Background: an optimization exercise with open tools, aiming at small area. Do not read the settings as production practice.
RTL that was checked went through simulation tests only; none was proved equivalent to the original.
Only the layout flow was run in run 1; the RTL was not checked for function there.
The clock cells of run 2 come from the design's own scripts or RTL, not from TritonCTS.
No driver is modelled on the clock port, so clock power and skew are understated where the tree is cut down; a real chip needs a root buffer or a tree.
Power figures rest on the tool's default switching activity, not on a simulated workload.

## flow/design.v (module list and top-level ports; edited modules follow where they fit)
// module bridge_settings: 63 lines
// module addr_decode: 24 lines
// module stick_deadzone: 68 lines
// module video_color_out: 493 lines
// module fa_cell: 11 lines
// module xnor_cell: 8 lines
// module ao22_cell: 7 lines
// module ha_cell: 10 lines
// module aoi222_cell: 7 lines
// module aoi22_cell: 7 lines
// module rom_f: 267 lines
// module rom_e: 9 lines
// module rom_d: 267 lines
// module snes_host_top: 54 lines
module snes_host_top
(
  input  logic           clk_74a,
  input  logic           pll_core_locked,
  input  logic [64:0]    bridge_in,
  input  logic [15:0]    cont1_key,
  input  logic [31:0]    cont1_joy,
  input  logic [27:0]    video_in,
  output logic [16:0]    cart_info,
  output logic [14:0]    core_settings,
  output logic           core_reset,
  output logic [31:0]    pad_state,
  output logic [26:0]    video_out
);
  // ...
==> flow/flow/run.sh <==
#!/bin/bash
# Layout: the standard ORFS flow (standard.sh), with three changes to
# how the layout is built:
#  - the port buffers are the smallest buffer cell (buf_1) instead of the
#    flow's default pick;
#  - the clock tree is built from clkbuf_4/clkbuf_8 with no dummy loads,
#    and after CTS the root and every clock buffer with few sinks are set
#    to clkbuf_4 (flow/clkresize.tcl);
#  - after floorplan every cell is set to the smallest drive strength of
#    its kind (flow/downsize.tcl); the later repair steps size up where
#    slew, capacitance or timing need it.
# make's full output goes to orfs_make.log here; each ORFS step keeps its
# own log under orfs/logs/.
set -euo pipefail
here=$(pwd)
export BUFFER_PORTS_ARGS="-buffer_cell sky130_fd_sc_hd__buf_1"
export CTS_ARGS="-sink_clustering_enable -repair_clock_nets -dont_use_dummy_load -buf_list {sky130_fd_sc_hd__clkbuf_4 sky130_fd_sc_hd__clkbuf_8} -root_buf sky130_fd_sc_hd__clkbuf_8"
export POST_FLOORPLAN_TCL="$here/flow/downsize.tcl"
export POST_CTS_TCL="$here/flow/clkresize.tcl"
bash standard.sh > orfs_make.log 2>&1
==> flow/flow/clkresize.tcl <==
# Clock tree area: CTS builds the tree from clkbuf_8; a clock buffer that
# drives only a few sinks (up to 10 flip-flops, or the root, whose loads
# are the leaf buffers) gets the smaller clkbuf_4 instead (same place, a
# smaller footprint, so placement stays legal).
set db [ord::get_db]
set block [ord::get_db_block]
set max_fanout 10
set swapped 0
foreach inst [$block getInsts] {
  if {[[$inst getMaster] getName] ne "sky130_fd_sc_hd__clkbuf_8"} { continue }
  set fanout -1
  foreach it [$inst getITerms] {
    if {[$it isOutputSignal]} {
      set net [$it getNet]
      if {$net ne "NULL" && $net ne ""} {
        set fanout [expr {[llength [$net getITerms]] - 1}]
      }
    }
  }
  set is_root [string match "clkbuf_0_*" [$inst getName]]
  if {$is_root || ($fanout >= 1 && $fanout <= $max_fanout)} {
    replace_cell [$inst getName] sky130_fd_sc_hd__clkbuf_4
    incr swapped
  }
}
puts "clkresize: $swapped clock buffers set to clkbuf_4"
==> flow/flow/downsize.tcl <==
# Area recovery after floorplan: give every cell the smallest-area drive
# strength of its own kind (same function and pins). The repair steps that
# follow (repair_design at placement, repair_timing at CTS and global
# route) size up again wherever slew, capacitance or timing need it.
set db [ord::get_db]
set block [ord::get_db_block]
set swapped 0
set saved 0.0
foreach inst [$block getInsts] {
  set master [$inst getMaster]
  set name [$master getName]
  if {![regexp {^(sky130_fd_sc_hd__[a-z0-9]+)_([0-9]+)$} $name -> base drive]} {
    continue
  }
  set cur_area [expr {[$master getWidth] * [$master getHeight]}]
  set best $name
  set best_area $cur_area
  foreach d {0 1 2 3 4 6 8 12 16} {
    set m [$db findMaster ${base}_$d]
    if {$m eq "NULL" || $m eq ""} { continue }
    set a [expr {[$m getWidth] * [$m getHeight]}]
    if {$a < $best_area} {
      set best ${base}_$d
      set best_area $a
    }
  }
  if {$best ne $name} {
    replace_cell [$inst getName] $best
    incr swapped
    set saved [expr {$saved + ($cur_area - $best_area) / 1e6}]
  }
}
puts "downsize: $swapped cells swapped to a smaller drive, [format %.1f $saved] um2 saved"
==> flow/standard.sh <==
#!/bin/bash
# synth_recipe.tcl (not shown) runs the flow's synth.tcl, then flattens the netlist and writes it again
# the make line also repeats each setting of config.mk as NAME=value (left out here)
make -C /OpenROAD-flow-scripts/flow DESIGN_CONFIG=/design/flow/config.mk WORK_HOME=/design/flow/orfs CLKGATE_MAP_FILE= SYNTH_SCRIPT=/design/flow/synth_recipe.tcl "${@:-finish}"
==> flow/config.mk <==
export PLATFORM = sky130hd
export DESIGN_NAME = snes_host_top
export DESIGN_NICKNAME = snes_host_top
export VERILOG_FILES = /design/flow/design.v
export SDC_FILE = /design/flow/constraint.sdc
export NUM_CORES = 4
export LEC_CHECK = 0
export CAP_MARGIN = 20
export CORE_MARGIN = 2
export CORE_UTILIZATION = 40
export SLEW_MARGIN = 20
export SYNTH_HIERARCHICAL = 1
==> flow/constraint.sdc <==
create_clock -name core_clock -period 13.5 [get_ports {clk_74a}]
set_input_delay 2.7000 -clock core_clock [delete_from_list [all_inputs] [get_ports {clk_74a}]]
set_output_delay 2.7000 -clock core_clock [all_outputs]
set_load 0.01 [all_outputs]
==> impl_metrics.tcl, run 1 <==
set metrics [dict create \
    worstSkewPairLatency_ps 530 \
    postLayoutSetupSlackWorst_ps 1830 \
    detailroute.wirelength.met3_mm 1.44 \
    finalInstanceArea_mm2 0.00842 \
    timing.hold.worst.class "register to register" \
    yosys-top-cells-count "84 x sky130_fd_sc_hd__dfrtp_1, 70 x sky130_fd_sc_hd__fa_1, 57 x sky130_fd_sc_hd__nand2_1" \
    worstReg2RegStart "u_bridge_settings.video_settings[1]$_DFFE_PN0P_" \
    whs_ps 449 \
    grt_util_met1_pct 24.5 \
    met3_track_demand_over_resource_pct 5.74 \
    synthesized_area_fraction_occupied_by_xor_and_xnor_cells_pct 3.43 \
    synthDominantAreaCellType "sky130_fd_sc_hd__dfrtp_1" \
    grt_start_max_net_pins 87 \
    final.clkbuf_count 17 \
    comb_power_mw 0.170 \
    layout.core_utilization_pct 46.6 \
    wirelength_mm 18.2 \
    ir_drop_mv 0.0722 \
    min_period_over_period_pct 86.4 \
    critPathLaunchType "input port" \
    cellPowerDensity_mw_per_mm2 83.9 \
    critPathCaptureType "register" \
    reg2regPathDepth 26 \
    tightest_pin_transition_ps 833 \
    run_status "timing/DRC/antenna clean" \
    place.detailed.instances 1046 \
    grt_pass1_wl_mm 29.8 \
    synth_mux_area_share_pct 7.74 \
    routed_wire_length_per_instance_um 17.2 \
    instances_no_fill 1063 \
    cts.sink_count 115 \
    cp_data_arrival_time_ps 12070 \
    synth.yosys.seq_area_share_pct 37.0 \
    r2r_setup_slack_ps 3520 \
    gr-usage-all-layers_pct 19.2 \
    sequentialPower_mw 0.372 \
    powerClk_mw 0.165 \
    area_growth_pct 13.8 \
    slew_headroom_pct 44.5 \
    setup_crit_end "u_video_color_out.word_q[23]$_DFF_P_" \
]
==> module video_color_out, before the edit <==
module video_color_out
(
  input  logic            clk_74a,
  input  logic            pll_core_locked,
  input  snes_host_pkg::video_in_t       video_in,
  input  snes_host_pkg::video_settings_t video_settings,
  output snes_host_pkg::video_out_t      video_out
);
  logic        tall_latched;
  logic        de_q;
  logic        hs_q;
  logic        vs_q;
  logic [23:0] word_q;
  logic [7:0]  k;
  logic [7:0]  cr, cg, cb;
  logic [7:0]  out_r, out_g, out_b;
  assign k  = video_settings.color_correction;
  assign cr = video_in.rgb[23:16];
  assign cg = video_in.rgb[15:8];
  assign cb = video_in.rgb[7:0];
  logic [4:0] e_r;
  logic [5:0] d_b;
  rom_e u_rom_e (.c(cr), .e(e_r));
  rom_d u_rom_d (.c(cb), .d(d_b));
  logic [5:0] e_r_s;
  logic e_r_t;
  logic [8:0] d_b_s;
  assign e_r_s[0] = e_r[0] & ~e_r[1];
  assign e_r_s[1] = ~e_r[0] & e_r[1];
  assign e_r_s[2] = e_r[0] & e_r[1];
  assign e_r_s[3] = e_r[2] & ~e_r[3];
  assign e_r_s[4] = ~e_r[2] & e_r[3];
  assign e_r_s[5] = e_r[2] & e_r[3];
  assign d_b_s[0] = d_b[0] & ~d_b[1];
  assign d_b_s[1] = ~d_b[0] & d_b[1];
  assign d_b_s[2] = d_b[0] & d_b[1];
  assign d_b_s[3] = d_b[2] & ~d_b[3];
  assign d_b_s[4] = ~d_b[2] & d_b[3];
  assign d_b_s[5] = d_b[2] & d_b[3];
  assign d_b_s[6] = d_b[4] & ~d_b[5];
  assign d_b_s[7] = ~d_b[4] & d_b[5];
  assign d_b_s[8] = d_b[4] & d_b[5];
  assign e_r_t = e_r[4];
  logic ar_m17;
  logic ar_m18;
  logic ar_m19;
  logic ar_m20;
  logic ar_m21;
  logic ar_m22;
  logic ar_m23;
  logic ar_m24;
  logic ar_m25;
  logic ar_m26;
  logic ar_s211;
  logic ar_s226;
  logic ar_s233;
  logic ar_s246;
  logic ar_s249;
  logic ar_s1;
  logic ar_c2;
  logic ar_s3;
  logic ar_c4;
  logic ar_s5;
  logic ar_c6;
  logic ar_s7;
  logic ar_c8;
  logic ar_s9;
  logic ar_c10;
  logic ar_s11;
  logic ar_c12;
  logic ar_s13;
  logic ar_c14;
  logic ar_s15;
  logic ar_c16;
  logic ar_c56;
  logic ar_s57;
  logic ar_c58;
  logic ar_s60;
  logic ar_c61;
  logic ar_s62;
  logic ar_c63;
  logic ar_s65;
  logic ar_c66;
  logic ar_s67;
  logic ar_c68;
  logic ar_c70;
  logic ar_s71;
  logic ar_c72;
  logic ar_s73;
  logic ar_c74;
  logic ar_s75;
  logic ar_c76;
  logic ar_s78;
  logic ar_c79;
  logic ar_s80;
  logic ar_c81;
  logic ar_s82;
  logic ar_c83;
  logic ar_c85;
  logic ar_s86;
  logic ar_c87;
  logic ar_s88;
  logic ar_c89;
  logic ar_s90;
  logic ar_c91;
  logic ar_c93;
  logic ar_s94;
  logic ar_c95;
  logic ar_s96;
  logic ar_c97;
  logic ar_s98;
  logic ar_c99;
  logic ar_c101;
  logic ar_s102;
  logic ar_c103;
  logic ar_s104;
  logic ar_c105;
  logic ar_s106;
  logic ar_c107;
  logic ar_s108;
  logic ar_c109;
  logic ar_s110;
  logic ar_c111;
  logic ar_s112;
  logic ar_c113;
  logic ar_s114;
  logic ar_c115;
  logic ar_s116;
  logic ar_c117;
  logic ar_s118;
  logic ar_c119;
  logic ar_s120;
  logic ar_c121;
  logic ar_s122;
  logic ar_s124;
  logic ar_c125;
  logic ar_s126;
  logic ar_c127;
  logic ar_s128;
  logic ar_c129;
  logic ar_s130;
  logic ar_c131;
  logic ar_s132;
  logic ar_c133;
  logic ar_s134;
  logic ar_c135;
  logic ar_s136;
  logic ar_c137;
  logic ar_s138;
  logic ar_c170;
  logic ar_c172;
  logic ar_s173;
  logic ar_c174;
  logic ar_c176;
  logic ar_s177;
  logic ar_c178;
  logic ar_c180;
  logic ar_s181;
  logic ar_c182;
  logic ar_s183;
  logic ar_c184;
  logic ar_c186;
  logic ar_s187;
  logic ar_c188;
  logic ar_s189;
  logic ar_c190;
  logic ar_c192;
  logic ar_s193;
  logic ar_c194;
  logic ar_s195;
  logic ar_c196;
  logic ar_c198;
  logic ar_s199;
  logic ar_c200;
  logic ar_s201;
  logic ar_c202;
  logic ar_c204;
  logic ar_s205;
  logic ar_c206;
  logic ar_s207;
  logic ar_c208;
  logic ar_s209;
  logic ar_c210;
  logic ar_s212;
  logic ar_c213;
  logic ar_s214;
  logic ar_c215;
  logic ar_s216;
  logic ar_c217;
  logic ar_s218;
  logic ar_c219;
  logic ar_s220;
  logic ar_c221;
  logic ar_s222;
  logic ar_c223;
  logic ar_s224;
  logic ar_c225;
  logic ar_s227;
  logic ar_c228;
  logic ar_s229;
  logic ar_c230;
  logic ar_s231;
  logic ar_c232;
  logic ar_s234;
  logic ar_c235;
  logic ar_s236;
  logic ar_c237;
  logic ar_s238;
  logic ar_c239;
  logic ar_s240;
  logic ar_c241;
  logic ar_s242;
  logic ar_c243;
  logic ar_s244;
  logic ar_c245;
  logic ar_s247;
  logic ar_c248;
  logic ar_s250;
  assign ar_m17 = k[0];
  assign ar_m18 = ar_s1;
  assign ar_m19 = ar_s3;
  assign ar_m20 = ar_s5;
  assign ar_m21 = ar_s7;
  assign ar_m22 = ar_s9;
  assign ar_m23 = ar_s11;
  assign ar_m24 = ar_s13;
  assign ar_m25 = ar_s15;
  assign ar_m26 = ar_c16;
  assign ar_s211 = ~ar_s209;
  assign ar_s226 = ~ar_s224;
  assign ar_s233 = ~ar_s231;
  assign ar_s246 = ~ar_s244;
  assign ar_s249 = ~ar_s247;
  ha_cell u_ar_s1 (.a(k[0]), .b(k[1]), .s(ar_s1), .co(ar_c2));
  fa_cell u_ar_s3 (.a(k[1]), .b(k[2]), .ci(ar_c2), .s(ar_s3), .co(ar_c4));
  fa_cell u_ar_s5 (.a(k[2]), .b(k[3]), .ci(ar_c4), .s(ar_s5), .co(ar_c6));
  fa_cell u_ar_s7 (.a(k[3]), .b(k[4]), .ci(ar_c6), .s(ar_s7), .co(ar_c8));
  fa_cell u_ar_s9 (.a(k[4]), .b(k[5]), .ci(ar_c8), .s(ar_s9), .co(ar_c10));
  fa_cell u_ar_s11 (.a(k[5]), .b(k[6]), .ci(ar_c10), .s(ar_s11), .co(ar_c12));
  fa_cell u_ar_s13 (.a(k[6]), .b(k[7]), .ci(ar_c12), .s(ar_s13), .co(ar_c14));
  ha_cell u_ar_s15 (.a(k[7]), .b(ar_c14), .s(ar_s15), .co(ar_c16));
  assign ar_c56 = (~cr[0]) & ar_pp27;
  fa_cell u_ar_s57 (.a((~cr[1])), .b(ar_pp28), .ci(ar_c56), .s(ar_s57), .co(ar_c58));
  fa_cell u_ar_s60 (.a((~cr[2])), .b(ar_pp29), .ci(ar_pp37), .s(ar_s60), .co(ar_c61));
  fa_cell u_ar_s62 (.a(ar_s60), .b(ar_c58), .ci(ar_s57), .s(ar_s62), .co(ar_c63));
  fa_cell u_ar_s65 (.a((~cr[3])), .b(ar_pp30), .ci(ar_pp38), .s(ar_s65), .co(ar_c66));
  fa_cell u_ar_s67 (.a(ar_c61), .b(ar_s65), .ci(ar_c63), .s(ar_s67), .co(ar_c68));
  assign ar_c70 = ar_s62 & ar_s67;
  fa_cell u_ar_s71 (.a((~cr[4])), .b(ar_pp47), .ci(ar_pp31), .s(ar_s71), .co(ar_c72));
  fa_cell u_ar_s73 (.a(ar_pp39), .b(ar_c66), .ci(ar_s71), .s(ar_s73), .co(ar_c74));
  fa_cell u_ar_s75 (.a(ar_s73), .b(ar_c68), .ci(ar_c70), .s(ar_s75), .co(ar_c76));
  fa_cell u_ar_s78 (.a((~cr[5])), .b(ar_pp48), .ci(ar_pp32), .s(ar_s78), .co(ar_c79));
  fa_cell u_ar_s80 (.a(ar_pp40), .b(ar_c72), .ci(ar_s78), .s(ar_s80), .co(ar_c81));
  fa_cell u_ar_s82 (.a(ar_c74), .b(ar_s80), .ci(ar_c76), .s(ar_s82), .co(ar_c83));
  assign ar_c85 = ar_s75 & ar_s82;
  fa_cell u_ar_s86 (.a((~cr[6])), .b(ar_pp49), .ci(ar_pp33), .s(ar_s86), .co(ar_c87));
  fa_cell u_ar_s88 (.a(ar_pp41), .b(ar_c79), .ci(ar_s86), .s(ar_s88), .co(ar_c89));
  fa_cell u_ar_s90 (.a(ar_c81), .b(ar_s88), .ci(ar_c83), .s(ar_s90), .co(ar_c91));
  assign ar_c93 = ar_c85 & ar_s90;
  fa_cell u_ar_s94 (.a((~cr[7])), .b(ar_pp50), .ci(ar_pp34), .s(ar_s94), .co(ar_c95));
  fa_cell u_ar_s96 (.a(ar_pp42), .b(ar_c87), .ci(ar_s94), .s(ar_s96), .co(ar_c97));
  fa_cell u_ar_s98 (.a(ar_c89), .b(ar_s96), .ci(ar_c91), .s(ar_s98), .co(ar_c99));
  assign ar_c101 = ar_c93 & ar_s98;
  fa_cell u_ar_s102 (.a(ar_pp51), .b(ar_pp35), .ci(ar_pp43), .s(ar_s102), .co(ar_c103));
  fa_cell u_ar_s104 (.a(ar_c95), .b(ar_s102), .ci(ar_c97), .s(ar_s104), .co(ar_c105));
  fa_cell u_ar_s106 (.a(ar_s104), .b(ar_c99), .ci(ar_c101), .s(ar_s106), .co(ar_c107));
  fa_cell u_ar_s108 (.a(ar_pp52), .b(ar_pp36), .ci(ar_pp44), .s(ar_s108), .co(ar_c109));
  fa_cell u_ar_s110 (.a(ar_c103), .b(ar_s108), .ci(ar_c105), .s(ar_s110), .co(ar_c111));
  xnor_cell u_ar_s112 (.a(ar_s110), .b(ar_c107), .y(ar_s112));
  assign ar_c113 = ar_s110 | ar_c107;
  fa_cell u_ar_s114 (.a(ar_pp53), .b(ar_pp45), .ci(ar_c109), .s(ar_s114), .co(ar_c115));
  fa_cell u_ar_s116 (.a(ar_s114), .b(ar_c111), .ci(ar_c113), .s(ar_s116), .co(ar_c117));
  fa_cell u_ar_s118 (.a(ar_pp54), .b(ar_pp46), .ci(ar_c115), .s(ar_s118), .co(ar_c119));
  xnor_cell u_ar_s120 (.a(ar_s118), .b(ar_c117), .y(ar_s120));
  assign ar_c121 = ar_s118 | ar_c117;
  assign ar_s122 = ~(ar_c119 ^ ar_c121);
  xnor_cell u_ar_s124 (.a(cr[0]), .b(ar_s106), .y(ar_s124));
  assign ar_c125 = cr[0] | ar_s106;
  fa_cell u_ar_s126 (.a(cr[1]), .b(ar_s112), .ci(ar_c125), .s(ar_s126), .co(ar_c127));
  fa_cell u_ar_s128 (.a(cr[2]), .b(ar_s116), .ci(ar_c127), .s(ar_s128), .co(ar_c129));
  fa_cell u_ar_s130 (.a(cr[3]), .b(ar_s120), .ci(ar_c129), .s(ar_s130), .co(ar_c131));
  fa_cell u_ar_s132 (.a(cr[4]), .b(ar_s122), .ci(ar_c131), .s(ar_s132), .co(ar_c133));
  xnor_cell u_ar_s134 (.a(cr[5]), .b(ar_c133), .y(ar_s134));
  assign ar_c135 = cr[5] | ar_c133;
  xnor_cell u_ar_s136 (.a(cr[6]), .b(ar_c135), .y(ar_s136));
  assign ar_c137 = cr[6] | ar_c135;
  assign ar_s138 = ~(cr[7] ^ ar_c137);
  assign ar_c170 = cb[0] & ar_pp140;
  assign ar_c172 = (cb[1] & ar_pp141) | (ar_c170 & (cb[1] | ar_pp141));
  fa_cell u_ar_s173 (.a(cb[2]), .b(ar_pp142), .ci(ar_pp150), .s(ar_s173), .co(ar_c174));
  assign ar_c176 = ar_s173 | ar_c172;
  fa_cell u_ar_s177 (.a(cb[3]), .b(ar_pp143), .ci(ar_pp151), .s(ar_s177), .co(ar_c178));
  assign ar_c180 = (ar_c174 & ar_s177) | (ar_c176 & (ar_c174 | ar_s177));
  fa_cell u_ar_s181 (.a(cb[4]), .b(ar_pp144), .ci(ar_pp152), .s(ar_s181), .co(ar_c182));
  fa_cell u_ar_s183 (.a(ar_pp160), .b(ar_c178), .ci(ar_s181), .s(ar_s183), .co(ar_c184));
  assign ar_c186 = ar_s183 | ar_c180;
  fa_cell u_ar_s187 (.a(cb[5]), .b(ar_pp145), .ci(ar_pp153), .s(ar_s187), .co(ar_c188));
  fa_cell u_ar_s189 (.a(ar_pp161), .b(ar_c182), .ci(ar_s187), .s(ar_s189), .co(ar_c190));
  assign ar_c192 = (ar_c184 & ar_s189) | (ar_c186 & (ar_c184 | ar_s189));
  fa_cell u_ar_s193 (.a(cb[6]), .b(ar_pp146), .ci(ar_pp154), .s(ar_s193), .co(ar_c194));
  fa_cell u_ar_s195 (.a(ar_pp162), .b(ar_c188), .ci(ar_s193), .s(ar_s195), .co(ar_c196));
  assign ar_c198 = (ar_c190 & ar_s195) | (ar_c192 & (ar_c190 | ar_s195));
  fa_cell u_ar_s199 (.a(cb[7]), .b(ar_pp147), .ci(ar_pp155), .s(ar_s199), .co(ar_c200));
  fa_cell u_ar_s201 (.a(ar_pp163), .b(ar_c194), .ci(ar_s199), .s(ar_s201), .co(ar_c202));
  assign ar_c204 = (ar_c196 & ar_s201) | (ar_c198 & (ar_c196 | ar_s201));
  fa_cell u_ar_s205 (.a((~cb[0])), .b(ar_pp148), .ci(ar_pp156), .s(ar_s205), .co(ar_c206));
  fa_cell u_ar_s207 (.a(ar_pp164), .b(ar_c200), .ci(ar_s205), .s(ar_s207), .co(ar_c208));
  fa_cell u_ar_s209 (.a(ar_c202), .b(ar_s207), .ci(ar_c204), .s(ar_s209), .co(ar_c210));
  fa_cell u_ar_s212 (.a((~cb[1])), .b(ar_pp149), .ci(ar_pp157), .s(ar_s212), .co(ar_c213));
  fa_cell u_ar_s214 (.a(ar_pp165), .b(ar_c206), .ci(ar_s212), .s(ar_s214), .co(ar_c215));
  fa_cell u_ar_s216 (.a(ar_c208), .b(ar_s214), .ci(ar_c210), .s(ar_s216), .co(ar_c217));
  ha_cell u_ar_s218 (.a(ar_s209), .b(ar_s216), .s(ar_s218), .co(ar_c219));
  fa_cell u_ar_s220 (.a((~cb[2])), .b(ar_pp158), .ci(ar_pp166), .s(ar_s220), .co(ar_c221));
  fa_cell u_ar_s222 (.a(ar_c213), .b(ar_s220), .ci(ar_c215), .s(ar_s222), .co(ar_c223));
  fa_cell u_ar_s224 (.a(ar_s222), .b(ar_c217), .ci(ar_c219), .s(ar_s224), .co(ar_c225));
  fa_cell u_ar_s227 (.a((~cb[3])), .b(ar_pp159), .ci(ar_pp167), .s(ar_s227), .co(ar_c228));
  fa_cell u_ar_s229 (.a(ar_c221), .b(ar_s227), .ci(ar_c223), .s(ar_s229), .co(ar_c230));
  fa_cell u_ar_s231 (.a(ar_s229), .b(ar_c225), .ci(ar_s224), .s(ar_s231), .co(ar_c232));
  fa_cell u_ar_s234 (.a((~cb[4])), .b(ar_pp168), .ci(ar_c228), .s(ar_s234), .co(ar_c235));
  fa_cell u_ar_s236 (.a(ar_s234), .b(ar_c230), .ci(ar_c232), .s(ar_s236), .co(ar_c237));
  ha_cell u_ar_s238 (.a(ar_s231), .b(ar_s236), .s(ar_s238), .co(ar_c239));
  fa_cell u_ar_s240 (.a((~cb[5])), .b(ar_c235), .ci(ar_c237), .s(ar_s240), .co(ar_c241));
  ha_cell u_ar_s242 (.a(ar_c239), .b(ar_s240), .s(ar_s242), .co(ar_c243));
  fa_cell u_ar_s244 (.a((~cb[6])), .b(ar_c241), .ci(ar_c243), .s(ar_s244), .co(ar_c245));
  fa_cell u_ar_s247 (.a((~cb[7])), .b(ar_c245), .ci(ar_s244), .s(ar_s247), .co(ar_c248));
  assign ar_s250 = ar_c248 ^ ar_s247;
  logic ar_pp27;
  logic ar_pp28;
  logic ar_pp29;
  logic ar_pp30;
  logic ar_pp31;
  logic ar_pp32;
  logic ar_pp33;
  logic ar_pp34;
  logic ar_pp35;
  logic ar_pp36;
  logic ar_pp37;
  logic ar_pp38;
  logic ar_pp39;
  logic ar_pp40;
  logic ar_pp41;
  logic ar_pp42;
  logic ar_pp43;
  logic ar_pp44;
  logic ar_pp45;
  logic ar_pp46;
  logic ar_pp47;
  logic ar_pp48;
  logic ar_pp49;
  logic ar_pp50;
  logic ar_pp51;
  logic ar_pp52;
  logic ar_pp53;
  logic ar_pp54;
  logic ar_pp140;
  logic ar_pp141;
  logic ar_pp142;
  logic ar_pp143;
  logic ar_pp144;
  logic ar_pp145;
  logic ar_pp146;
  logic ar_pp147;
  logic ar_pp148;
  logic ar_pp149;
  logic ar_pp150;
  logic ar_pp151;
  logic ar_pp152;
  logic ar_pp153;
  logic ar_pp154;
  logic ar_pp155;
  logic ar_pp156;
  logic ar_pp157;
  logic ar_pp158;
  logic ar_pp159;
  logic ar_pp160;
  logic ar_pp161;
  logic ar_pp162;
  logic ar_pp163;
  logic ar_pp164;
  logic ar_pp165;
  logic ar_pp166;
  logic ar_pp167;
  logic ar_pp168;
  assign ar_pp27 = ~((e_r_s[0] & k[0]) | (e_r_s[2] & ar_m17));
  aoi222_cell u_ar_pp28 (.a1(e_r_s[0]), .a2(k[1]), .b1(e_r_s[1]), .b2(k[0]), .c1(e_r_s[2]), .c2(ar_m18), .y(ar_pp28));
  aoi222_cell u_ar_pp29 (.a1(e_r_s[0]), .a2(k[2]), .b1(e_r_s[1]), .b2(k[1]), .c1(e_r_s[2]), .c2(ar_m19), .y(ar_pp29));
  aoi222_cell u_ar_pp30 (.a1(e_r_s[0]), .a2(k[3]), .b1(e_r_s[1]), .b2(k[2]), .c1(e_r_s[2]), .c2(ar_m20), .y(ar_pp30));
  aoi222_cell u_ar_pp31 (.a1(e_r_s[0]), .a2(k[4]), .b1(e_r_s[1]), .b2(k[3]), .c1(e_r_s[2]), .c2(ar_m21), .y(ar_pp31));
  aoi222_cell u_ar_pp32 (.a1(e_r_s[0]), .a2(k[5]), .b1(e_r_s[1]), .b2(k[4]), .c1(e_r_s[2]), .c2(ar_m22), .y(ar_pp32));
  aoi222_cell u_ar_pp33 (.a1(e_r_s[0]), .a2(k[6]), .b1(e_r_s[1]), .b2(k[5]), .c1(e_r_s[2]), .c2(ar_m23), .y(ar_pp33));
  aoi222_cell u_ar_pp34 (.a1(e_r_s[0]), .a2(k[7]), .b1(e_r_s[1]), .b2(k[6]), .c1(e_r_s[2]), .c2(ar_m24), .y(ar_pp34));
  assign ar_pp35 = ~((e_r_s[1] & k[7]) | (e_r_s[2] & ar_m25));
  assign ar_pp36 = ~(e_r_s[2] & ar_m26);
  assign ar_pp37 = ~((e_r_s[3] & k[0]) | (e_r_s[5] & ar_m17));
  aoi222_cell u_ar_pp38 (.a1(e_r_s[3]), .a2(k[1]), .b1(e_r_s[4]), .b2(k[0]), .c1(e_r_s[5]), .c2(ar_m18), .y(ar_pp38));
  aoi222_cell u_ar_pp39 (.a1(e_r_s[3]), .a2(k[2]), .b1(e_r_s[4]), .b2(k[1]), .c1(e_r_s[5]), .c2(ar_m19), .y(ar_pp39));
  aoi222_cell u_ar_pp40 (.a1(e_r_s[3]), .a2(k[3]), .b1(e_r_s[4]), .b2(k[2]), .c1(e_r_s[5]), .c2(ar_m20), .y(ar_pp40));
  aoi222_cell u_ar_pp41 (.a1(e_r_s[3]), .a2(k[4]), .b1(e_r_s[4]), .b2(k[3]), .c1(e_r_s[5]), .c2(ar_m21), .y(ar_pp41));
  aoi222_cell u_ar_pp42 (.a1(e_r_s[3]), .a2(k[5]), .b1(e_r_s[4]), .b2(k[4]), .c1(e_r_s[5]), .c2(ar_m22), .y(ar_pp42));
  aoi222_cell u_ar_pp43 (.a1(e_r_s[3]), .a2(k[6]), .b1(e_r_s[4]), .b2(k[5]), .c1(e_r_s[5]), .c2(ar_m23), .y(ar_pp43));
  aoi222_cell u_ar_pp44 (.a1(e_r_s[3]), .a2(k[7]), .b1(e_r_s[4]), .b2(k[6]), .c1(e_r_s[5]), .c2(ar_m24), .y(ar_pp44));
  assign ar_pp45 = ~((e_r_s[4] & k[7]) | (e_r_s[5] & ar_m25));
  assign ar_pp46 = ~(e_r_s[5] & ar_m26);
  assign ar_pp47 = ~(e_r_t & k[0]);
  assign ar_pp48 = ~(e_r_t & k[1]);
  assign ar_pp49 = ~(e_r_t & k[2]);
  assign ar_pp50 = ~(e_r_t & k[3]);
  assign ar_pp51 = ~(e_r_t & k[4]);
  assign ar_pp52 = ~(e_r_t & k[5]);
  assign ar_pp53 = ~(e_r_t & k[6]);
  assign ar_pp54 = ~(e_r_t & k[7]);
  assign ar_pp140 = ~((d_b_s[0] & k[0]) | (d_b_s[2] & ar_m17));
  aoi222_cell u_ar_pp141 (.a1(d_b_s[0]), .a2(k[1]), .b1(d_b_s[1]), .b2(k[0]), .c1(d_b_s[2]), .c2(ar_m18), .y(ar_pp141));
  aoi222_cell u_ar_pp142 (.a1(d_b_s[0]), .a2(k[2]), .b1(d_b_s[1]), .b2(k[1]), .c1(d_b_s[2]), .c2(ar_m19), .y(ar_pp142));
  aoi222_cell u_ar_pp143 (.a1(d_b_s[0]), .a2(k[3]), .b1(d_b_s[1]), .b2(k[2]), .c1(d_b_s[2]), .c2(ar_m20), .y(ar_pp143));
  aoi222_cell u_ar_pp144 (.a1(d_b_s[0]), .a2(k[4]), .b1(d_b_s[1]), .b2(k[3]), .c1(d_b_s[2]), .c2(ar_m21), .y(ar_pp144));
  aoi222_cell u_ar_pp145 (.a1(d_b_s[0]), .a2(k[5]), .b1(d_b_s[1]), .b2(k[4]), .c1(d_b_s[2]), .c2(ar_m22), .y(ar_pp145));
  aoi222_cell u_ar_pp146 (.a1(d_b_s[0]), .a2(k[6]), .b1(d_b_s[1]), .b2(k[5]), .c1(d_b_s[2]), .c2(ar_m23), .y(ar_pp146));
  aoi222_cell u_ar_pp147 (.a1(d_b_s[0]), .a2(k[7]), .b1(d_b_s[1]), .b2(k[6]), .c1(d_b_s[2]), .c2(ar_m24), .y(ar_pp147));
  assign ar_pp148 = ~((d_b_s[1] & k[7]) | (d_b_s[2] & ar_m25));
  assign ar_pp149 = ~(d_b_s[2] & ar_m26);
  assign ar_pp150 = ~((d_b_s[3] & k[0]) | (d_b_s[5] & ar_m17));
  aoi222_cell u_ar_pp151 (.a1(d_b_s[3]), .a2(k[1]), .b1(d_b_s[4]), .b2(k[0]), .c1(d_b_s[5]), .c2(ar_m18), .y(ar_pp151));
  aoi222_cell u_ar_pp152 (.a1(d_b_s[3]), .a2(k[2]), .b1(d_b_s[4]), .b2(k[1]), .c1(d_b_s[5]), .c2(ar_m19), .y(ar_pp152));
  aoi222_cell u_ar_pp153 (.a1(d_b_s[3]), .a2(k[3]), .b1(d_b_s[4]), .b2(k[2]), .c1(d_b_s[5]), .c2(ar_m20), .y(ar_pp153));
  aoi222_cell u_ar_pp154 (.a1(d_b_s[3]), .a2(k[4]), .b1(d_b_s[4]), .b2(k[3]), .c1(d_b_s[5]), .c2(ar_m21), .y(ar_pp154));
  aoi222_cell u_ar_pp155 (.a1(d_b_s[3]), .a2(k[5]), .b1(d_b_s[4]), .b2(k[4]), .c1(d_b_s[5]), .c2(ar_m22), .y(ar_pp155));
  aoi222_cell u_ar_pp156 (.a1(d_b_s[3]), .a2(k[6]), .b1(d_b_s[4]), .b2(k[5]), .c1(d_b_s[5]), .c2(ar_m23), .y(ar_pp156));
  aoi222_cell u_ar_pp157 (.a1(d_b_s[3]), .a2(k[7]), .b1(d_b_s[4]), .b2(k[6]), .c1(d_b_s[5]), .c2(ar_m24), .y(ar_pp157));
  assign ar_pp158 = ~((d_b_s[4] & k[7]) | (d_b_s[5] & ar_m25));
  assign ar_pp159 = ~(d_b_s[5] & ar_m26);
  assign ar_pp160 = ~(d_b_s[6] & k[0]);
  assign ar_pp161 = ~((d_b_s[6] & k[1]) | (d_b_s[7] & k[0]));
  assign ar_pp162 = ~((d_b_s[6] & k[2]) | (d_b_s[7] & k[1]));
  assign ar_pp163 = ~((d_b_s[6] & k[3]) | (d_b_s[7] & k[2]));
  assign ar_pp164 = ~((d_b_s[6] & k[4]) | (d_b_s[7] & k[3]));
  assign ar_pp165 = ~((d_b_s[6] & k[5]) | (d_b_s[7] & k[4]));
  assign ar_pp166 = ~((d_b_s[6] & k[6]) | (d_b_s[7] & k[5]));
  assign ar_pp167 = ~((d_b_s[6] & k[7]) | (d_b_s[7] & k[6]));
  assign ar_pp168 = ~(d_b_s[7] & k[7]);
  assign out_r = {ar_s138, ar_s136, ar_s134, ar_s132, ar_s130, ar_s128, ar_s126, ar_s124};
  assign out_b = {~(ar_s249 & ar_s250), ~(ar_s246 & ar_s250), ~(ar_s242 & ar_s250), ~(ar_s238 & ar_s250), ~(ar_s233 & ar_s250), ~(ar_s226 & ar_s250), ~(ar_s218 & ar_s250), ~(ar_s211 & ar_s250)};
  logic [8:0] g_gt;
  logic [7:0] g_nm;
  logic [7:0] g_z;
  assign g_nm    = ~(k & {8{cg[7]}});
  assign g_gt[0] = 1'b0;
  for (genvar i = 0; i < 8; i++) begin : g_cmp
    assign g_gt[i + 1] = (cg[i] & g_nm[i]) | (g_gt[i] & (cg[i] | g_nm[i]));
  end
  assign g_z[0] = g_gt[8];
  for (genvar i = 1; i < 8; i++) begin : g_dec
    assign g_z[i] = g_z[i - 1] & ~cg[i - 1];
  end
  assign out_g = cg ^ g_z;
  always_ff @(posedge clk_74a or negedge pll_core_locked) begin
    if (!pll_core_locked) begin
      tall_latched <= 1'b0;
      de_q         <= 1'b0;
      hs_q         <= 1'b0;
      vs_q         <= 1'b0;
    end else begin
      de_q <= video_in.de;
      hs_q <= video_in.hs;
      vs_q <= video_in.vs;
      if (video_in.vs && !vs_q) begin
        tall_latched <= video_in.tall_frame;
      end
    end
  end
  logic        word_hold;
  logic        word_ctrl;
  logic [23:0] ctrl_word;
  assign word_hold = ~video_in.de & ~de_q;
  assign word_ctrl = ~video_in.de & de_q;
  assign ctrl_word = {9'd0, ~tall_latched, video_settings.square_pixels, 13'd0};
  logic [23:0] word_d;
  logic [23:0] pix_word;
  assign pix_word = {out_r, out_g, out_b};
  for (genvar i = 0; i < 24; i++) begin : g_word
    if (i == 13 || i == 14) begin : g_ctrl
      assign word_d[i] = (video_in.de & pix_word[i]) | (word_ctrl & ctrl_word[i]) |
                         (word_hold & word_q[i]);
    end else begin : g_pix
      ao22_cell u_word_ao (.a1(video_in.de), .a2(pix_word[i]), .b1(word_hold), .b2(word_q[i]),
                           .y(word_d[i]));
    end
  end
  always_ff @(posedge clk_74a) begin
    word_q <= word_d;
  end
  assign video_out = {vs_q, hs_q, de_q, word_q};
endmodule
==> run 2, diff against run 1 <==
--- a/flow/design.v
+++ b/flow/design.v
@@ -710,20 +710,10 @@
   assign word_hold = ~video_in.de & ~de_q;
   assign word_ctrl = ~video_in.de & de_q;
   assign ctrl_word = {9'd0, ~tall_latched, video_settings.square_pixels, 13'd0};
-  logic [23:0] word_d;
-  logic [23:0] pix_word;
-  assign pix_word = {out_r, out_g, out_b};
-  for (genvar i = 0; i < 24; i++) begin : g_word
-    if (i == 13 || i == 14) begin : g_ctrl
-      assign word_d[i] = (video_in.de & pix_word[i]) | (word_ctrl & ctrl_word[i]) |
-                         (word_hold & word_q[i]);
-    end else begin : g_pix
-      ao22_cell u_word_ao (.a1(video_in.de), .a2(pix_word[i]), .b1(word_hold), .b2(word_q[i]),
-                           .y(word_d[i]));
-    end
-  end
   always_ff @(posedge clk_74a) begin
-    word_q <= word_d;
+    word_q <= ({24{video_in.de}} & {out_r, out_g, out_b}) |
+              ({24{word_ctrl}} & ctrl_word) |
+              ({24{word_hold}} & word_q);
   end
   assign video_out = {vs_q, hs_q, de_q, word_q};
 endmodule
==> flow/flow/run.sh (replaced) <==
#!/bin/bash
# Layout: the standard ORFS flow (standard.sh), with three changes to
# how the layout is built:
#  - the port buffers are the smallest buffer cell (buf_1) instead of the
#    flow's default pick;
#  - after CTS the clock tree is rebuilt as one root clkbuf_4 feeding 8
#    clkbuf_8, each driving a group of nearby flip-flops of about equal
#    size (flow/clktree.tcl);
#  - after floorplan every cell is set to the smallest drive strength of
#    its kind (flow/downsize.tcl); the later repair steps size up where
#    slew, capacitance or timing need it.
# make's full output goes to orfs_make.log here; each ORFS step keeps its
# own log under orfs/logs/.
set -euo pipefail
here=$(pwd)
export BUFFER_PORTS_ARGS="-buffer_cell sky130_fd_sc_hd__buf_1"
export CTS_ARGS="-sink_clustering_enable -repair_clock_nets -dont_use_dummy_load -buf_list {sky130_fd_sc_hd__clkbuf_4 sky130_fd_sc_hd__clkbuf_8} -root_buf sky130_fd_sc_hd__clkbuf_8"
export POST_FLOORPLAN_TCL="$here/flow/downsize.tcl"
export POST_CTS_TCL="$here/flow/clktree.tcl"
bash standard.sh > orfs_make.log 2>&1
==> flow/flow/clktree.tcl (new file) <==
# Clock tree: after CTS, replace its tree with a two-level one: the clock
# port feeds one root clkbuf_4, which feeds 8 clkbuf_8, one per group of
# nearby flip-flops (groups of equal size, at most ceil(n/8), found by
# k-means on the flip-flop positions with each flip-flop going to the
# nearest group centre that still has room). Then legalize placement.
set db [ord::get_db]
set block [ord::get_db_block]
set ngroups 8
set leaf_cell sky130_fd_sc_hd__clkbuf_8
set root_cell sky130_fd_sc_hd__clkbuf_4
set buf_master [$db findMaster $leaf_cell]
set port_net [$block findNet clk_74a]

# flip-flop clock pins
set sinks {}
foreach inst [$block getInsts] {
  set m [[$inst getMaster] getName]
  if {![regexp {__(df|edf|sdf)} $m]} { continue }
  set it [$inst findITerm CLK]
  if {$it eq "NULL" || $it eq ""} { continue }
  lappend sinks $it
}

# the CTS buffers: every buffer on the clock between the port and the sinks
set old_bufs {}
set old_nets {}
foreach inst [$block getInsts] {
  set m [[$inst getMaster] getName]
  if {![string match "sky130_fd_sc_hd__clkbuf_*" $m]} { continue }
  set out [$inst findITerm X]
  set net [$out getNet]
  if {$net eq "NULL" || $net eq ""} { continue }
  if {[$net getSigType] ne "CLOCK"} { continue }
  lappend old_bufs $inst
  lappend old_nets $net
}
foreach it $sinks { $it disconnect }
foreach inst $old_bufs { odb::dbInst_destroy $inst }
foreach net $old_nets {
  if {$net ne $port_net} { catch {odb::dbNet_destroy $net} }
}

# k-means on the sink positions
set pts {}
foreach it $sinks {
  set inst [$it getInst]
  set bb [$inst getBBox]
  lappend pts [list [expr {([$bb xMin] + [$bb xMax]) / 2}] [expr {([$bb yMin] + [$bb yMax]) / 2}]]
}
set sorted [lsort -real -index 0 $pts]
set n [llength $pts]
set cents {}
for {set g 0} {$g < $ngroups} {incr g} {
  lappend cents [lindex $sorted [expr {int(($g + 0.5) * $n / $ngroups)}]]
}
set cap [expr {int(ceil(double($n) / $ngroups))}]
for {set iter 0} {$iter < 50} {incr iter} {
  # all (distance, point, group) pairs, assigned closest first within capacity
  set pairs {}
  set pi 0
  foreach p $pts {
    for {set g 0} {$g < $ngroups} {incr g} {
      set c [lindex $cents $g]
      lappend pairs [list [expr {pow([lindex $p 0] - [lindex $c 0], 2) + pow([lindex $p 1] - [lindex $c 1], 2)}] $pi $g]
    }
    incr pi
  }
  set pairs [lsort -real -index 0 $pairs]
  array unset asg
  array unset used
  for {set g 0} {$g < $ngroups} {incr g} { set used($g) 0 }
  foreach pr $pairs {
    lassign $pr d pi g
    if {[info exists asg($pi)]} continue
    if {$used($g) >= $cap} continue
    set asg($pi) $g
    incr used($g)
  }
  set assign {}
  for {set i 0} {$i < $n} {incr i} { lappend assign $asg($i) }
  set newc {}
  for {set g 0} {$g < $ngroups} {incr g} {
    set sx 0; set sy 0; set k 0
    foreach p $pts a $assign {
      if {$a == $g} { set sx [expr {$sx + [lindex $p 0]}]; set sy [expr {$sy + [lindex $p 1]}]; incr k }
    }
    if {$k > 0} { lappend newc [list [expr {$sx / $k}] [expr {$sy / $k}]] } else { lappend newc [lindex $cents $g] }
  }
  set cents $newc
}

# more than 4 groups: the port feeds one root buffer that feeds the groups
# (the port itself may feed only a few cells)
set feed_net $port_net
if {$ngroups > 4} {
  set sx 0; set sy 0
  foreach c $cents { set sx [expr {$sx + [lindex $c 0]}]; set sy [expr {$sy + [lindex $c 1]}] }
  set root [odb::dbInst_create $block [$db findMaster $root_cell] "clkbuf_grp_root"]
  set feed_net [odb::dbNet_create $block "clk_grp_root"]
  $feed_net setSigType CLOCK
  $root setLocation [expr {int($sx / $ngroups)}] [expr {int($sy / $ngroups)}]
  $root setPlacementStatus PLACED
  [$root findITerm A] connect $port_net
  [$root findITerm X] connect $feed_net
}

# one buffer per group
for {set g 0} {$g < $ngroups} {incr g} {
  set inst [odb::dbInst_create $block $buf_master "clkbuf_grp_$g"]
  set net [odb::dbNet_create $block "clk_grp_$g"]
  $net setSigType CLOCK
  set c [lindex $cents $g]
  $inst setLocation [expr {int([lindex $c 0])}] [expr {int([lindex $c 1])}]
  $inst setPlacementStatus PLACED
  [$inst findITerm A] connect $feed_net
  [$inst findITerm X] connect $net
  set k 0
  foreach it $sinks a $assign {
    if {$a == $g} { $it connect $net; incr k }
  }
  puts "clktree: group $g, $k flip-flops"
}
detailed_placement
check_placement -verbose
removed: flow/flow/clkresize.tcl
==> run 2 against run 1 <==
Still clean; combinational power decreased by 6%; largest power group unchanged; clock power hardly changed; routed wire length up 3.2%; final cell count increased by 1.4%; worst setup slack got worse by 44 ps; via count grew 0.87%; power down 1.8%; sequential share of layout area about the same; flip-flop and latch count stayed put; global-route usage decreased by 0.15 points.
==> impl_metrics.tcl, run 2 <==
set metrics [dict create \
    run_status "timing/DRC/antenna clean" \
    critPathLaunchType "input port" \
    antenna_violations_before_repair 1 \
    hp-start "u_bridge_settings.pulse_cnt[0]$_DFF_P_" \
    cp_slowest_stage_delay_ps 520 \
    timing.hold.worst.class "register to register" \
    drt_iter0_drc 614 \
    first_pass_iters 7 \
    yosys-top-cells-count "84 x sky130_fd_sc_hd__dfrtp_1, 77 x sky130_fd_sc_hd__nand2_1, 70 x sky130_fd_sc_hd__fa_1" \
    total_leakage_power_nw 3.35 \
    most-common-layout-cells "193 x sky130_fd_sc_hd__buf_1, 84 x sky130_fd_sc_hd__dfrtp_1, 81 x sky130_fd_sc_hd__nand2_1" \
    synthDominantAreaCellType "sky130_fd_sc_hd__dfrtp_1" \
    r2r_setup_slack_ps 3440 \
    route.detailed.drc 0 \
    drtAntennaViolNets 0 \
    synth_edf_count 0 \
    multi_input_area_mm2 0.00438 \
    ir_drop_mv 0.0823 \
    largest_register_ff_count 32 \
    setup_repair_after_global_routing_missed_its_margin "false" \
    maxClockFrequency_mhz 85.4 \
    register_area_mm2 0.00274 \
    critical_path.slowest_cell "sky130_fd_sc_hd__fa_1" \
    post_synth.cell_area_avg_um2 11.2 \
    globalRoute.totalOverflow 0 \
    synth.area.top_cells "sky130_fd_sc_hd__dfrtp_1 28%, sky130_fd_sc_hd__fa_1 19%, sky130_fd_sc_hd__mux2_2 8.2%, sky130_fd_sc_hd__dfxtp_1 7.8%, sky130_fd_sc_hd__a222oi_1 4.0%" \
    grt_start_max_net_pins 63 \
    grt_pass1_wl_mm 30.5 \
    netlist_instances 662 \
    whs_ps 450 \
    gr-usage-all-layers_pct 19.0 \
    dpl_wire_length_mm 14.5 \
    area_growth_pct 13.2 \
    final_layout_size_suffix_gt1_share_pct 9.20 \
    cp_data_arrival_time_ps 12100 \
    worstSkewPairLatency_ps 520 \
    numPortBuffers 194 \
    cp.required_ps 13890 \
    vias_in_the_first_global_route 5991 \
    ioPinCount 235 \
    critical_path.most_common_cell "sky130_fd_sc_hd__fa_1" \
    yosys.cell_count.top_type "sky130_fd_sc_hd__dfrtp_1" \
    die_area_mm2 0.0197 \
    timing.setup.critical_path_class "input port to register" \
    cellPowerDensity_mw_per_mm2 82.5 \
    clkSlewWorstSetupHoldPaths_ps 90 \
    vias 5822 \
    most_common_cell_after_layout_fill_and_taps_aside "sky130_fd_sc_hd__buf_1" \
    fp-row-count 49 \
    largest-register "u_stick_deadzone.pad_state" \
    cts.sink_count 115 \
    initial_core_util_pct 41.1 \
    hold_depth 1 \
    max_cap_viol_count 0 \
    route.detailed.vias_per_inst 5.40 \
    reg_top3 "u_stick_deadzone.pad_state (32), u_video_color_out.word_q (24), u_bridge_settings.cart_info (17)" \
    dr.max_layer_used "met4" \
    n_fill_cell 1728 \
    detailroute.wirelength.met3_mm 1.50 \
    floorplan.core_area_mm2 0.0181 \
    worstReg2RegStart "u_bridge_settings.video_settings[0]$_DFFE_PN0P_" \
    met1_length_mm 7.90 \
    timing.final.crit_period_ps 11710 \
    synth.yosys.seq_area_share_pct 36.8 \
    synth-main-ff-cell "sky130_fd_sc_hd__dfrtp_1" \
    hold_violation_count_in_the_final_report 0 \
    tightest_pin_transition_ps 779 \
    synth_cell_types 69 \
    synth_top_cell_area_share_pct 28.3 \
    async_flop_share_pct 74.8 \
    critPathCaptureType "register" \
    reg2regPathDepth 25 \
    fin_nets 1081 \
    wirelength_mm 18.8 \
    timing.hold.worst_endpoint "u_bridge_settings.pulse_cnt[0]$_DFF_P_" \
    setup_total_negative_slack_ps 0 \
    min_period_over_period_pct 86.7 \
    synth_area_mm2 0.00743 \
    slew_headroom_pct 48.1 \
    gpl.final_weighted_congestion 0.826 \
    postSynthRegisterBits 115 \
    yosys_warnings 11 \
    fin_worst_skew_ps 14.9 \
    die_x_um 140 \
    routed_wire_length_per_instance_um 17.5 \
    chipHeight_um 140 \
    detailroute.wirelength.met2_mm 9.09 \
    worstPathMaxFanout 10 \
    report.final.setup_viol 0 \
    finalMaxSlewViolations 0 \
    regToRegEndpoint "u_video_color_out.word_q[4]$_DFF_P_" \
    synthesis.nets 893 \
]
-- run 2: changes by cell type after synthesis, sizes merged, moves of 5 or more --
cell / previous run / this run
a21oi: 10 / 28
a22o: 25 / 2
nor2: 25 / 30
nand2: 61 / 81
o21ai: 16 / 27
-- run 2: power breakdown --
part / internal (mW) / switching [mW]
registers: 0.362 / 0.00843
logic: 0.0572 / 0.102
clock network: 0.0559 / 0.109
-- run 2: layer usage --
| layer | GRT usage [%] | up-vias |
|---|---|---|
| met3 | 4.62 | 21 |
| met2 | 32.5 | 223 |
| met4 | 3.93 | 0 |
| li1 | - | 2731 |
| met1 | 24.7 | 2847 |
| met5 | 0 | - |
-- run 2: per-module statistics from Yosys, one instance, submodules excluded, a selection --
module	area [µm²]	flip-flops and latches	times used	cells
addr_decode	194	0	1	26
aoi222_cell	10.0	0	28	1
bridge_settings	2060	55	1	133
fa_cell	20.0	0	69	1
ha_cell	12.5	0	5	1
rom_d	178	0	1	26
rom_e	120	0	1	14
rom_f	246	0	1	37
stick_deadzone	1170	32	1	92
video_color_out	1690	28	1	227
xnor_cell	8.76	0	5	1
-- run 2: worst max-delay path, delay by kind of cell --
family          cells  cell delay [ps]
fa+ha+maj          15             6140
simple gates        7             1720
compound gates      4             1020
xor+xnor            1              130
buf+inv             3              370
-- run 2: cells by family after synthesis --
family	after synthesis	share of synthesized area (%)
and+or+nand+nor	183	12.5
AOI/OAI and AO/OA	131	13.1
DFF	115	36.8
adders and majority gates	93	22.6
buffers and inverters	57	3.40
muxes	54	8.18
xor gates and xnor gates	29	3.42
-- run 2: stage by stage --
step	util (%)	std cells	power, mW	setup WS [ps]	cell area (µm²)
2_1_floorplan	-	662	0.477	2010	7430
3_5_place_dp	45.9	1068	0.537	1230	8290
6_report	46.5	1078	0.694	1790	8410
3_3_place_gp	45.8	1068	0.535	1360	8290
5_1_grt	46.5	1078	0.738	1410	8410
-- run 2: area by class of cell --
cell class	instances	share of cell area, %
Timing Repair Buffer	197	8.97
Sequential cell	115	32.5
Antenna cell	1	0.0297
Tap cell	229	3.41
Buffer	9	1.40
Inverter	37	1.65
Multi-Input combinational cell	490	52.0
-- run 2: how the worst max path moves through the flow --
stage,cells after the start,slack (ps),from,end
6_report,30,1790,video_in[20],u_video_color_out.word_q[23]$_DFF_P_
5_1_grt,29,1410,video_in[19],u_video_color_out.word_q[23]$_DFF_P_
3_5_place_dp,30,1230,video_in[18],u_video_color_out.word_q[23]$_DFF_P_
3_3_place_gp,30,1360,video_in[20],u_video_color_out.word_q[23]$_DFF_P_
2_1_floorplan,30,2010,video_in[18],u_video_color_out.word_q[23]$_DFF_P_

==> static timing again, ports no longer ideal <==
The flow's constraints put no driver on any port. The routed layouts listed below were extracted and timed again, unchanged, in two steps. Step 1: set_driving_cell puts a clkbuf_16 on clk_74a and a buf_2 on each other input, an assumption about the parent block. Step 2 adds t to the input delays and takes it off the output delays; t is the mean of the earliest and latest rising clock arrival at the registers after step 1. Input paths then give back, and output paths get back, about the clock's delay inside the block. Three values: ideal ports, drivers, drivers and shift; two values: the first two.
| run | shift t [ns] | slack for setup (ns) | latest minus earliest clock arrival (ns) | pins driven straight from the clock port |
|---|---|---|---|---|
| run 1 | 0.536 | 1.833 / 1.845 / 1.309 | 0.047 / 0.047 | 1 |
| run 2 | 0.548 | 1.789 / 1.803 / 1.255 | 0.015 / 0.015 | 1 |
After both steps setup and hold are still met in every run listed. The setup slack of run 2, which loses most, moves by +0.014 ns with the drivers and by -0.534 ns with both steps.
